Context: an optimization exercise on an open-source flow, tuned for small area, a short achievable clock period and few clock cycles. The choices shown serve that exercise and are no tape-out recipe.
Function was checked by simulation only, so behaviour that the tests miss may differ from the original.

==> v17: inputs <==
==> flow/design.v <==
package scrod_pkg;
    localparam int QA_LIMIT_DEF    = 255;
    localparam int QB_SCALE_DEF    = 64;
    localparam int OUT_SCALE_DEF   = 400;
    localparam int NUM_BUCKETS_DEF = 8;
    localparam int ACT_W     = 16;
    localparam int WGT_W     = 8;
    localparam int BKT_W     = 3;
    localparam int SUM_W     = 32;
    localparam int EVAL_W    = 32;
    localparam int CFG_IDX_W = 3;
    localparam int CFG_DAT_W = 32;
endpackage
module scrod_d255_pre (
    input  logic [31:0] x,
    output logic [7:0]  p3,
    output logic [8:0]  p2,
    output logic [9:0]  p1,
    output logic [9:0]  p0
);
    logic [9:0] cs_s, cs_c;
    logic [9:0] d3, d2, d1, d0;
    assign d3 = {2'd0, x[31:24]};
    assign d2 = {2'd0, x[23:16]};
    assign d1 = {2'd0, x[15:8]};
    assign d0 = {2'd0, x[7:0]};
    assign p3 = x[31:24];
    assign p2 = 9'(d3 + d2);
    assign p1 = d3 + d2 + d1;
    assign cs_s = d3 ^ d2 ^ d1;
    assign cs_c = {(d3[8:0] & d2[8:0]) | (d3[8:0] & d1[8:0]) | (d2[8:0] & d1[8:0]), 1'b0};
    assign p0 = cs_s + cs_c + d0;
endmodule
module scrod_f255 (
    input  logic [9:0] p,
    output logic [2:0] f
);
    logic [8:0] hl;
    assign hl = {1'b0, p[7:0]} + {7'd0, p[9:8]} + 9'd1;
    assign f  = {1'b0, p[9:8]} + {2'd0, hl[8]};
endmodule
module scrod_d255_post (
    input  logic [7:0]  p3,
    input  logic [8:0]  p2,
    input  logic [9:0]  p1,
    input  logic [9:0]  p0,
    output logic [23:0] q,
    output logic        r254     
);
    logic [2:0] f2, f1, f0;
    scrod_f255 u_f2 (.p({1'b0, p2}), .f(f2));
    scrod_f255 u_f1 (.p(p1), .f(f1));
    scrod_f255 u_f0 (.p(p0), .f(f0));
    assign q[23:16] = p3 + {5'd0, f2};
    assign q[15:8]  = p2[7:0] + {5'd0, f1};
    assign q[7:0]   = p1[7:0] + {5'd0, f0};
    assign r254     = (p0 == 10'd254) || (p0 == 10'd509) || (p0 == 10'd764) || (p0 == 10'd1019);
endmodule
module scrod_csa #(
    parameter int W = 8
) (
    input  logic [W-1:0] a,
    input  logic [W-1:0] b,
    input  logic [W-1:0] c,
    output logic [W-1:0] s,
    output logic [W-1:0] cy     
);
    logic [W-1:0] m;
    assign s  = a ^ b ^ c;
    assign m  = (a & b) | (a & c) | (b & c);
    assign cy = {m[W-2:0], 1'b0};
endmodule
module scrod_square (
    input  logic [7:0]  c,
    output logic [15:0] sq
);
    logic [15:0] row [8];
    always_comb
    begin
        for (int i = 0; i < 8; i++)
        begin
            row[i] = '0;
            row[i][2*i] = c[i];
            for (int j = i + 1; j < 8; j++)
                row[i][i+j+1] = c[i] & c[j];
        end
    end
    logic [15:0] s1, c1, s2, c2, s3, c3, s4, c4, s5, c5, s6, c6;
    scrod_csa #(.W(16)) u1 (.a(row[0]), .b(row[1]), .c(row[2]), .s(s1), .cy(c1));
    scrod_csa #(.W(16)) u2 (.a(row[3]), .b(row[4]), .c(row[5]), .s(s2), .cy(c2));
    scrod_csa #(.W(16)) u3 (.a(s1),     .b(c1),     .c(s2),     .s(s3), .cy(c3));
    scrod_csa #(.W(16)) u4 (.a(c2),     .b(row[6]), .c(row[7]), .s(s4), .cy(c4));
    scrod_csa #(.W(16)) u5 (.a(s3),     .b(c3),     .c(s4),     .s(s5), .cy(c5));
    scrod_csa #(.W(16)) u6 (.a(s5),     .b(c5),     .c(c4),     .s(s6), .cy(c6));
    assign sq = s6 + c6;
endmodule
module scrod_bmul (
    input  logic [15:0] sq,
    input  logic [7:0]  w,
    output logic [23:0] p
);
    localparam logic [23:0] KSIGN = 24'h560000;    
    logic [23:0] row [4];
    logic [23:0] fix;
    always_comb
    begin
        fix = KSIGN;
        for (int j = 0; j < 4; j++)
        begin
            logic        b_hi, b_mid, b_lo;
            logic        one, two, neg;
            logic [16:0] mag;
            logic [16:0] sel;
            b_hi  = w[2*j+1];
            b_mid = w[2*j];
            b_lo  = (j == 0) ? 1'b0 : w[2*j-1];
            one   = b_mid ^ b_lo;
            two   = (b_hi & ~b_mid & ~b_lo) | (~b_hi & b_mid & b_lo);
            neg   = b_hi & ~(b_mid & b_lo);
            mag   = ({17{one}} & {1'b0, sq}) | ({17{two}} & {sq, 1'b0});
            sel   = mag ^ {17{neg}};
            row[j] = 24'({~neg, sel} << (2 * j));
            fix[2*j] = neg;
        end
    end
    logic [23:0] s1, c1, s2, c2, s3, c3;
    scrod_csa #(.W(24)) u1 (.a(row[0]), .b(row[1]), .c(row[2]), .s(s1), .cy(c1));
    scrod_csa #(.W(24)) u2 (.a(s1),     .b(c1),     .c(row[3]), .s(s2), .cy(c2));
    scrod_csa #(.W(24)) u3 (.a(s2),     .b(c2),     .c(fix),    .s(s3), .cy(c3));
    assign p = s3 + c3;
endmodule
module screlu_output_dot_product_core #(
    parameter int QA_LIMIT    = scrod_pkg::QA_LIMIT_DEF,
    parameter int QB_SCALE    = scrod_pkg::QB_SCALE_DEF,
    parameter int OUT_SCALE   = scrod_pkg::OUT_SCALE_DEF,
    parameter int NUM_BUCKETS = scrod_pkg::NUM_BUCKETS_DEF
) (
    input  logic                                clk,
    input  logic                                rst_n,
    input  logic                                push,
    output logic                                full,
    input  logic signed [scrod_pkg::ACT_W-1:0]  activation,
    input  logic signed [scrod_pkg::WGT_W-1:0]  weight,
    input  logic [scrod_pkg::BKT_W-1:0]         bucket,
    input  logic                                last,
    output logic                                empty,
    input  logic                                pop,
    output logic signed [scrod_pkg::EVAL_W-1:0] eval,
    input  logic                                cfg_we,
    input  logic [scrod_pkg::CFG_IDX_W-1:0]     cfg_index,
    input  logic [scrod_pkg::CFG_DAT_W-1:0]     cfg_data
);
    localparam int NMAX = 6;
    logic       full_reg;
    logic [2:0] n_reg;           
    logic       accept;
    logic       popd;
    logic [2:0] n_next;
    assign accept = push && !full_reg;
    assign full   = full_reg;
    logic       v0_reg;
    logic [7:0] c0_reg;
    logic [7:0] w0_reg;
    logic [2:0] b0_reg;
    logic       l0_reg;
    logic [7:0] clamped;
    assign clamped = activation[15]      ? 8'd0 :
                     (|activation[14:8]) ? 8'hFF : activation[7:0];
    always_ff @(posedge clk)
    begin
        c0_reg <= clamped;
        w0_reg <= weight;
        b0_reg <= bucket;
        l0_reg <= last;
    end
    logic        v1_reg;
    logic [15:0] sq1_reg;
    logic [7:0]  w1_reg;
    logic [2:0]  b1_reg;
    logic        l1_reg;
    logic [15:0] sq_calc;
    scrod_square u_square (
        .c  (c0_reg),
        .sq (sq_calc)
    );
    always_ff @(posedge clk)
    begin
        sq1_reg <= sq_calc;
        w1_reg  <= w0_reg;
        b1_reg  <= b0_reg;
        l1_reg  <= l0_reg;
    end
    logic        v2_reg;
    logic [23:0] p2_reg;
    logic [2:0]  b2_reg;
    logic        l2_reg;
    logic [23:0] p_calc;
    scrod_bmul u_bmul (
        .sq (sq1_reg),
        .w  (w1_reg),
        .p  (p_calc)
    );
    always_ff @(posedge clk)
    begin
        p2_reg <= v1_reg ? p_calc : 24'd0;
        b2_reg <= b1_reg;
        l2_reg <= l1_reg;
    end
    logic [31:0] acc_reg;        
    logic        clo_reg;        
    logic        j3_reg;         
    logic [2:0]  b3_reg;
    logic [31:0] acc_base;
    assign acc_base = clo_reg ? 32'd0 : acc_reg;
    always_ff @(posedge clk)
    begin
        acc_reg <= acc_base + {{8{p2_reg[23]}}, p2_reg};
        b3_reg  <= b2_reg;
    end
    logic [31:0] bias_reg [8];
    logic [7:0]  bval_reg;       
    always_ff @(posedge clk)
    begin
        if (cfg_we)
            bias_reg[cfg_index] <= cfg_data;
    end
    logic        bv1_reg, bv2_reg, bv3_reg, bv4_reg;
    logic        adv1, adv2, adv3, adv4;
    logic [7:0]  a_p3_reg;
    logic [8:0]  a_p2_reg;
    logic [9:0]  a_p1_reg, a_p0_reg;
    logic        a_s_reg;
    logic [2:0]  a_bk_reg;
    logic        sa;
    logic [7:0]  a_p3;
    logic [8:0]  a_p2;
    logic [9:0]  a_p1, a_p0;
    assign sa = acc_reg[31];
    scrod_d255_pre u_pre_a (
        .x  ({1'b0, acc_reg[30:0] ^ {31{sa}}}),
        .p3 (a_p3),
        .p2 (a_p2),
        .p1 (a_p1),
        .p0 (a_p0)
    );
    always_ff @(posedge clk)
    begin
        if (adv1)
        begin
            a_p3_reg <= a_p3;
            a_p2_reg <= a_p2;
            a_p1_reg <= a_p1;
            a_p0_reg <= a_p0;
            a_s_reg  <= sa;
            a_bk_reg <= b3_reg;
        end
    end
    logic [32:0] t2_reg;
    logic [23:0] qa;
    logic        adj;
    logic [31:0] bsel;
    scrod_d255_post u_post_a (
        .p3   (a_p3_reg),
        .p2   (a_p2_reg),
        .p1   (a_p1_reg),
        .p0   (a_p0_reg),
        .q    (qa),
        .r254 (adj)
    );
    assign bsel = bval_reg[a_bk_reg] ? bias_reg[a_bk_reg] : 32'd0;
    always_ff @(posedge clk)
    begin
        if (adv2)
            t2_reg <= {bsel[31], bsel} + {{9{a_s_reg}}, qa ^ {24{a_s_reg}}}
                    + {32'd0, a_s_reg && !adj};
    end
    logic [7:0]  c_p3_reg;
    logic [8:0]  c_p2_reg;
    logic [9:0]  c_p1_reg, c_p0_reg;
    logic [1:0]  c_l_reg;
    logic        c_s_reg;
    logic [31:0] wq;
    logic [7:0]  c_p3;
    logic [8:0]  c_p2;
    logic [9:0]  c_p1, c_p0;
    assign wq = {{t2_reg[32], t2_reg[32:26]} - {7'd0, t2_reg[32]}, t2_reg[25:2]};
    scrod_d255_pre u_pre_c (
        .x  (wq),
        .p3 (c_p3),
        .p2 (c_p2),
        .p1 (c_p1),
        .p0 (c_p0)
    );
    always_ff @(posedge clk)
    begin
        if (adv3)
        begin
            c_p3_reg <= c_p3;
            c_p2_reg <= c_p2;
            c_p1_reg <= c_p1;
            c_p0_reg <= c_p0;
            c_l_reg  <= t2_reg[1:0];
            c_s_reg  <= t2_reg[32];
        end
    end
    logic [23:0] m4_reg;
    logic [6:0]  g4_reg;
    logic        s4_reg;
    logic [8:0]  gk;
    logic [14:0] gv;
    logic [8:0]  ghl;
    logic [6:0]  g_calc;
    always_comb
    begin
        case ({c_s_reg, c_l_reg})
            3'b000:  gk = 9'd0;
            3'b001:  gk = 9'd6;
            3'b010:  gk = 9'd12;
            3'b011:  gk = 9'd18;
            3'b100:  gk = 9'd254;
            3'b101:  gk = 9'd261;
            3'b110:  gk = 9'd267;
            default: gk = 9'd273;
        endcase
    end
    assign gv     = {1'b0, c_p0_reg, 4'd0} + {2'd0, c_p0_reg, 3'd0} + {5'd0, c_p0_reg}
                  + {6'd0, gk};
    assign ghl    = {2'd0, gv[14:8]} + {1'b0, gv[7:0]} + 9'd1;
    assign g_calc = gv[14:8] + {6'd0, ghl[8]};
    always_ff @(posedge clk)
    begin
        if (adv4)
        begin
            m4_reg <= {14'd0, c_p1_reg} + {7'd0, c_p2_reg, 8'd0} + {c_p3_reg, 16'd0};
            g4_reg <= g_calc;
            s4_reg <= c_s_reg;
        end
    end
    logic [26:0] e_calc;
    logic [26:0] m27;
    assign m27    = {3'd0, m4_reg};
    assign e_calc = (m27 << 4) + (m27 << 3) + m27 + {20'd0, g4_reg}
                  - {2'd0, s4_reg, 24'd0};
    logic        o0v_reg;
    logic        o1v_reg;
    logic [26:0] o0_reg;
    logic [26:0] o1_reg;
    logic        land;
    assign popd = pop && o0v_reg;
    assign land = bv4_reg && !o1v_reg;
    assign adv4 = !bv4_reg || !o1v_reg;
    assign adv3 = !bv3_reg || adv4;
    assign adv2 = !bv2_reg || adv3;
    assign adv1 = !bv1_reg || adv2;
    always_ff @(posedge clk)
    begin
        if (o1v_reg)
        begin
            if (popd)
                o0_reg <= o1_reg;
        end
        else if (o0v_reg && !popd)
        begin
            if (land)
                o1_reg <= e_calc;
        end
        else
        begin
            if (land)
                o0_reg <= e_calc;
        end
    end
    assign n_next = n_reg + {2'd0, accept && last} - {2'd0, popd};
    always_ff @(posedge clk or negedge rst_n)
    begin
        if (!rst_n)
        begin
            full_reg <= 1'b0;
            n_reg    <= 3'd0;
            v0_reg   <= 1'b0;
            v1_reg   <= 1'b0;
            v2_reg   <= 1'b0;
            clo_reg  <= 1'b1;
            j3_reg   <= 1'b0;
            bval_reg <= 8'd0;
            bv1_reg  <= 1'b0;
            bv2_reg  <= 1'b0;
            bv3_reg  <= 1'b0;
            bv4_reg  <= 1'b0;
            o0v_reg  <= 1'b0;
            o1v_reg  <= 1'b0;
        end
        else
        begin
            full_reg <= (n_next >= 3'(NMAX));
            n_reg    <= n_next;
            v0_reg   <= accept;
            v1_reg   <= v0_reg;
            v2_reg   <= v1_reg;
            if (v2_reg)
                clo_reg <= l2_reg;
            j3_reg   <= v2_reg && l2_reg;
            if (cfg_we)
                bval_reg[cfg_index] <= 1'b1;
            if (adv1)
                bv1_reg <= j3_reg;
            if (adv2)
                bv2_reg <= bv1_reg;
            if (adv3)
                bv3_reg <= bv2_reg;
            if (adv4)
                bv4_reg <= bv3_reg;
            if (o1v_reg)
            begin
                if (popd)
                    o1v_reg <= 1'b0;
            end
            else if (o0v_reg && !popd)
            begin
                if (land)
                    o1v_reg <= 1'b1;
            end
            else
                o0v_reg <= land;
        end
    end
    assign empty = !o0v_reg;
    assign eval  = {{5{o0_reg[26]}}, o0_reg};
endmodule
==> flow/run.sh <==
#!/bin/bash
# synth_recipe.tcl (not shown) runs the flow's synth.tcl, then flattens the netlist and writes it again
# the make line also repeats each setting of config.mk as NAME=value (left out here)
make -C /OpenROAD-flow-scripts/flow DESIGN_CONFIG=/design/flow/config.mk WORK_HOME=/design/flow/orfs CLKGATE_MAP_FILE= SYNTH_SCRIPT=/design/flow/synth_recipe.tcl finish
==> flow/config.mk <==
export PLATFORM = sky130hd
export DESIGN_NAME = screlu_output_dot_product_core
export DESIGN_NICKNAME = screlu_output_dot_product_core
export VERILOG_FILES = /design/flow/design.v
export SDC_FILE = /design/flow/constraint.sdc
export NUM_CORES = 4
export LEC_CHECK = 0
export CAP_MARGIN = 20
export CORE_MARGIN = 2
export CORE_UTILIZATION = 40
export SETUP_SLACK_MARGIN = 4.0
export SLEW_MARGIN = 20
==> flow/constraint.sdc <==
create_clock -name core_clock -period 8.5 [get_ports {clk}]
set_input_delay 1.7000 -clock core_clock [delete_from_list [all_inputs] [get_ports {clk}]]
set_output_delay 1.7000 -clock core_clock [all_outputs]
set_load 0.01 [all_outputs]
==> v14 (differences from v17) <==
--- a/flow/design.v
+++ b/flow/design.v
@@ -94,39 +94,49 @@
     scrod_csa #(.W(16)) u6 (.a(s5),     .b(c5),     .c(c4),     .s(s6), .cy(c6));
     assign sq = s6 + c6;
 endmodule
+module scrod_benc (
+    input  logic [7:0] w,
+    output logic [3:0] one,
+    output logic [3:0] two,
+    output logic [3:0] neg
+);
+    always_comb
+    begin
+        for (int j = 0; j < 4; j++)
+        begin
+            logic b_hi, b_mid, b_lo;
+            b_hi   = w[2*j+1];
+            b_mid  = w[2*j];
+            b_lo   = (j == 0) ? 1'b0 : w[2*j-1];
+            one[j] = b_mid ^ b_lo;
+            two[j] = (b_hi & ~b_mid & ~b_lo) | (~b_hi & b_mid & b_lo);
+            neg[j] = b_hi & ~(b_mid & b_lo);
+        end
+    end
+endmodule
 module scrod_bmul (
     input  logic [15:0] sq,
-    input  logic [7:0]  w,
+    input  logic [3:0]  one,
+    input  logic [3:0]  two,
+    input  logic [3:0]  neg,
     output logic [23:0] p
 );
-    localparam logic [23:0] KSIGN = 24'h560000;    
-    logic [23:0] row [4];
-    logic [23:0] fix;
+    logic [16:0] sel [4];
     always_comb
     begin
-        fix = KSIGN;
         for (int j = 0; j < 4; j++)
-        begin
-            logic        b_hi, b_mid, b_lo;
-            logic        one, two, neg;
-            logic [16:0] mag;
-            logic [16:0] sel;
-            b_hi  = w[2*j+1];
-            b_mid = w[2*j];
-            b_lo  = (j == 0) ? 1'b0 : w[2*j-1];
-            one   = b_mid ^ b_lo;
-            two   = (b_hi & ~b_mid & ~b_lo) | (~b_hi & b_mid & b_lo);
-            neg   = b_hi & ~(b_mid & b_lo);
-            mag   = ({17{one}} & {1'b0, sq}) | ({17{two}} & {sq, 1'b0});
-            sel   = mag ^ {17{neg}};
-            row[j] = 24'({~neg, sel} << (2 * j));
-            fix[2*j] = neg;
-        end
+            sel[j] = (({17{one[j]}} & {1'b0, sq}) | ({17{two[j]}} & {sq, 1'b0})) ^ {17{neg[j]}};
     end
+    logic [23:0] r0, r1, r2, r3, r4;
+    assign r0 = {4'd0, ~neg[0], neg[0], neg[0], sel[0]};
+    assign r1 = {3'd0, 1'b1, ~neg[1], sel[1], 1'b0, neg[0]};
+    assign r2 = {1'd0, 1'b1, ~neg[2], sel[2], 1'b0, neg[1], 2'd0};
+    assign r3 = {~neg[3], sel[3], 1'b0, neg[2], 4'd0};
+    assign r4 = {17'd0, neg[3], 6'd0};
     logic [23:0] s1, c1, s2, c2, s3, c3;
-    scrod_csa #(.W(24)) u1 (.a(row[0]), .b(row[1]), .c(row[2]), .s(s1), .cy(c1));
-    scrod_csa #(.W(24)) u2 (.a(s1),     .b(c1),     .c(row[3]), .s(s2), .cy(c2));
-    scrod_csa #(.W(24)) u3 (.a(s2),     .b(c2),     .c(fix),    .s(s3), .cy(c3));
+    scrod_csa #(.W(24)) u1 (.a(r0), .b(r1), .c(r2), .s(s1), .cy(c1));
+    scrod_csa #(.W(24)) u2 (.a(s1), .b(c1), .c(r3), .s(s2), .cy(c2));
+    scrod_csa #(.W(24)) u3 (.a(s2), .b(c2), .c(r4), .s(s3), .cy(c3));
     assign p = s3 + c3;
 endmodule
 module screlu_output_dot_product_core #(
@@ -175,7 +185,8 @@
     end
     logic        v1_reg;
     logic [15:0] sq1_reg;
-    logic [7:0]  w1_reg;
+    logic [3:0]  bo1_reg, bt1_reg, bn1_reg;    
+    logic [3:0]  bo_calc, bt_calc, bn_calc;
     logic [2:0]  b1_reg;
     logic        l1_reg;
     logic [15:0] sq_calc;
@@ -186,7 +197,9 @@
     always_ff @(posedge clk)
     begin
         sq1_reg <= sq_calc;
-        w1_reg  <= w0_reg;
+        bo1_reg <= bo_calc;
+        bt1_reg <= bt_calc;
+        bn1_reg <= bn_calc;
         b1_reg  <= b0_reg;
         l1_reg  <= l0_reg;
     end
@@ -195,10 +208,18 @@
     logic [2:0]  b2_reg;
     logic        l2_reg;
     logic [23:0] p_calc;
+    scrod_benc u_benc (
+        .w   (w0_reg),
+        .one (bo_calc),
+        .two (bt_calc),
+        .neg (bn_calc)
+    );
     scrod_bmul u_bmul (
-        .sq (sq1_reg),
-        .w  (w1_reg),
-        .p  (p_calc)
+        .sq  (sq1_reg),
+        .one (bo1_reg),
+        .two (bt1_reg),
+        .neg (bn1_reg),
+        .p   (p_calc)
     );
     always_ff @(posedge clk)
     begin
@@ -277,13 +298,27 @@
     logic [7:0]  c_p3_reg;
     logic [8:0]  c_p2_reg;
     logic [9:0]  c_p1_reg, c_p0_reg;
-    logic [1:0]  c_l_reg;
+    logic [8:0]  c_gk_reg;
     logic        c_s_reg;
     logic [31:0] wq;
     logic [7:0]  c_p3;
     logic [8:0]  c_p2;
     logic [9:0]  c_p1, c_p0;
     assign wq = {{t2_reg[32], t2_reg[32:26]} - {7'd0, t2_reg[32]}, t2_reg[25:2]};
+    logic [8:0]  gk;
+    always_comb
+    begin
+        case ({t2_reg[32], t2_reg[1:0]})
+            3'b000:  gk = 9'd0;
+            3'b001:  gk = 9'd6;
+            3'b010:  gk = 9'd12;
+            3'b011:  gk = 9'd18;
+            3'b100:  gk = 9'd254;
+            3'b101:  gk = 9'd261;
+            3'b110:  gk = 9'd267;
+            default: gk = 9'd273;
+        endcase
+    end
     scrod_d255_pre u_pre_c (
         .x  (wq),
         .p3 (c_p3),
@@ -299,48 +334,64 @@
             c_p2_reg <= c_p2;
             c_p1_reg <= c_p1;
             c_p0_reg <= c_p0;
-            c_l_reg  <= t2_reg[1:0];
+            c_gk_reg <= gk;
             c_s_reg  <= t2_reg[32];
         end
     end
     logic [23:0] m4_reg;
     logic [6:0]  g4_reg;
     logic        s4_reg;
-    logic [8:0]  gk;
+    logic        gc4_reg;
     logic [14:0] gv;
     logic [8:0]  ghl;
     logic [6:0]  g_calc;
-    always_comb
-    begin
-        case ({c_s_reg, c_l_reg})
-            3'b000:  gk = 9'd0;
-            3'b001:  gk = 9'd6;
-            3'b010:  gk = 9'd12;
-            3'b011:  gk = 9'd18;
-            3'b100:  gk = 9'd254;
-            3'b101:  gk = 9'd261;
-            3'b110:  gk = 9'd267;
-            default: gk = 9'd273;
-        endcase
-    end
-    assign gv     = {1'b0, c_p0_reg, 4'd0} + {2'd0, c_p0_reg, 3'd0} + {5'd0, c_p0_reg}
-                  + {6'd0, gk};
+    logic [14:0] gs1, gc1, gs2, gc2;
+    scrod_csa #(.W(15)) u_g1 (
+        .a  ({1'b0, c_p0_reg, 4'd0}),
+        .b  ({2'd0, c_p0_reg, 3'd0}),
+        .c  ({5'd0, c_p0_reg}),
+        .s  (gs1),
+        .cy (gc1)
+    );
+    scrod_csa #(.W(15)) u_g2 (
+        .a  (gs1),
+        .b  (gc1),
+        .c  ({6'd0, c_gk_reg}),
+        .s  (gs2),
+        .cy (gc2)
+    );
+    assign gv     = gs2 + gc2;
     assign ghl    = {2'd0, gv[14:8]} + {1'b0, gv[7:0]} + 9'd1;
-    assign g_calc = gv[14:8] + {6'd0, ghl[8]};
+    assign g_calc = gv[14:8];      
     always_ff @(posedge clk)
     begin
         if (adv4)
         begin
             m4_reg <= {14'd0, c_p1_reg} + {7'd0, c_p2_reg, 8'd0} + {c_p3_reg, 16'd0};
             g4_reg <= g_calc;
+            gc4_reg <= ghl[8];
             s4_reg <= c_s_reg;
         end
     end
     logic [26:0] e_calc;
     logic [26:0] m27;
     assign m27    = {3'd0, m4_reg};
-    assign e_calc = (m27 << 4) + (m27 << 3) + m27 + {20'd0, g4_reg}
-                  - {2'd0, s4_reg, 24'd0};
+    logic [26:0] es1, ec1, es2, ec2;
+    scrod_csa #(.W(27)) u_e1 (
+        .a  (m27 << 4),
+        .b  (m27 << 3),
+        .c  (m27),
+        .s  (es1),
+        .cy (ec1)
+    );
+    scrod_csa #(.W(27)) u_e2 (
+        .a  (es1),
+        .b  (ec1),
+        .c  ({{3{s4_reg}}, 17'd0, g4_reg}),
+        .s  (es2),
+        .cy (ec2)
+    );
+    assign e_calc = es2 + {ec2[26:1], gc4_reg};
     logic        o0v_reg;
     logic        o1v_reg;
     logic [26:0] o0_reg;
Settings changed: SETUP_SLACK_MARGIN 4.0 to 4.3.
==> qor summary <==
metric	v14	v17
Headroom to the max-slew limit	48.3%	48.3%
Outcome	no timing/DRC/antenna violations	no timing/DRC/antenna violations
Syn Inst Count	2,834	3,040
Number of signal-net inverters in the final layout	252	326
Timing-limited maximum frequency	225 MHz	213 MHz
M1 GR Usage	21.1%	21.4%
Total routing usage reported by global routing	16.1%	16.2%
Post-cts resize count	64	37
Critical path's slowest cell	sky130_fd_sc_hd__or4b_4	sky130_fd_sc_hd__edfxtp_1
Register-to-register setup slack	4.05 ns	3.80 ns
Adder-cell share of the synthesized area	17.5%	18.0%
Share of cell area taken by multi-input logic gates	43.5%	44.3%
Compound-gate portion of the synthesized area	9.83%	10.4%
Hold slack	0.324 ns	0.324 ns
Testbench counts of v17, summed over its fixed seeds: cycles 37,108.
Testbench counts of v14, summed over its fixed seeds: cycles 37,108.

## port drivers added, routing unchanged
Ports are ideal in the flow. The routed layouts listed here were re-timed in OpenROAD. Step 1 sets driving cells, clkbuf_16 on the clock port and buf_2 on the other inputs (assumed; they add their load-dependent delay and slew). Step 2 adds t to the input delays and takes it off the output delays; t is the mean of the earliest and latest rising clock arrival at the registers after step 1. Input paths then give back, and output paths get back, about the clock's delay inside the block. Three values: no drivers, after step 1, after step 2; two values: the first two.
run | t (ns) | setup WS [ns] | hold slack, ns | latest minus earliest clock arrival (ns) | worst register clock-pin slew, ns
v17 | 0.698 | 3.798 / 3.798 / 3.798 | 0.324 / 0.324 / 0.324 | 0.050 / 0.051 | 0.06 / 0.06
v14 | 0.674 | 4.050 / 4.050 / 4.050 | 0.324 / 0.324 / 0.324 | 0.044 / 0.044 | 0.06 / 0.06
After both steps setup and hold are still met in every run listed.
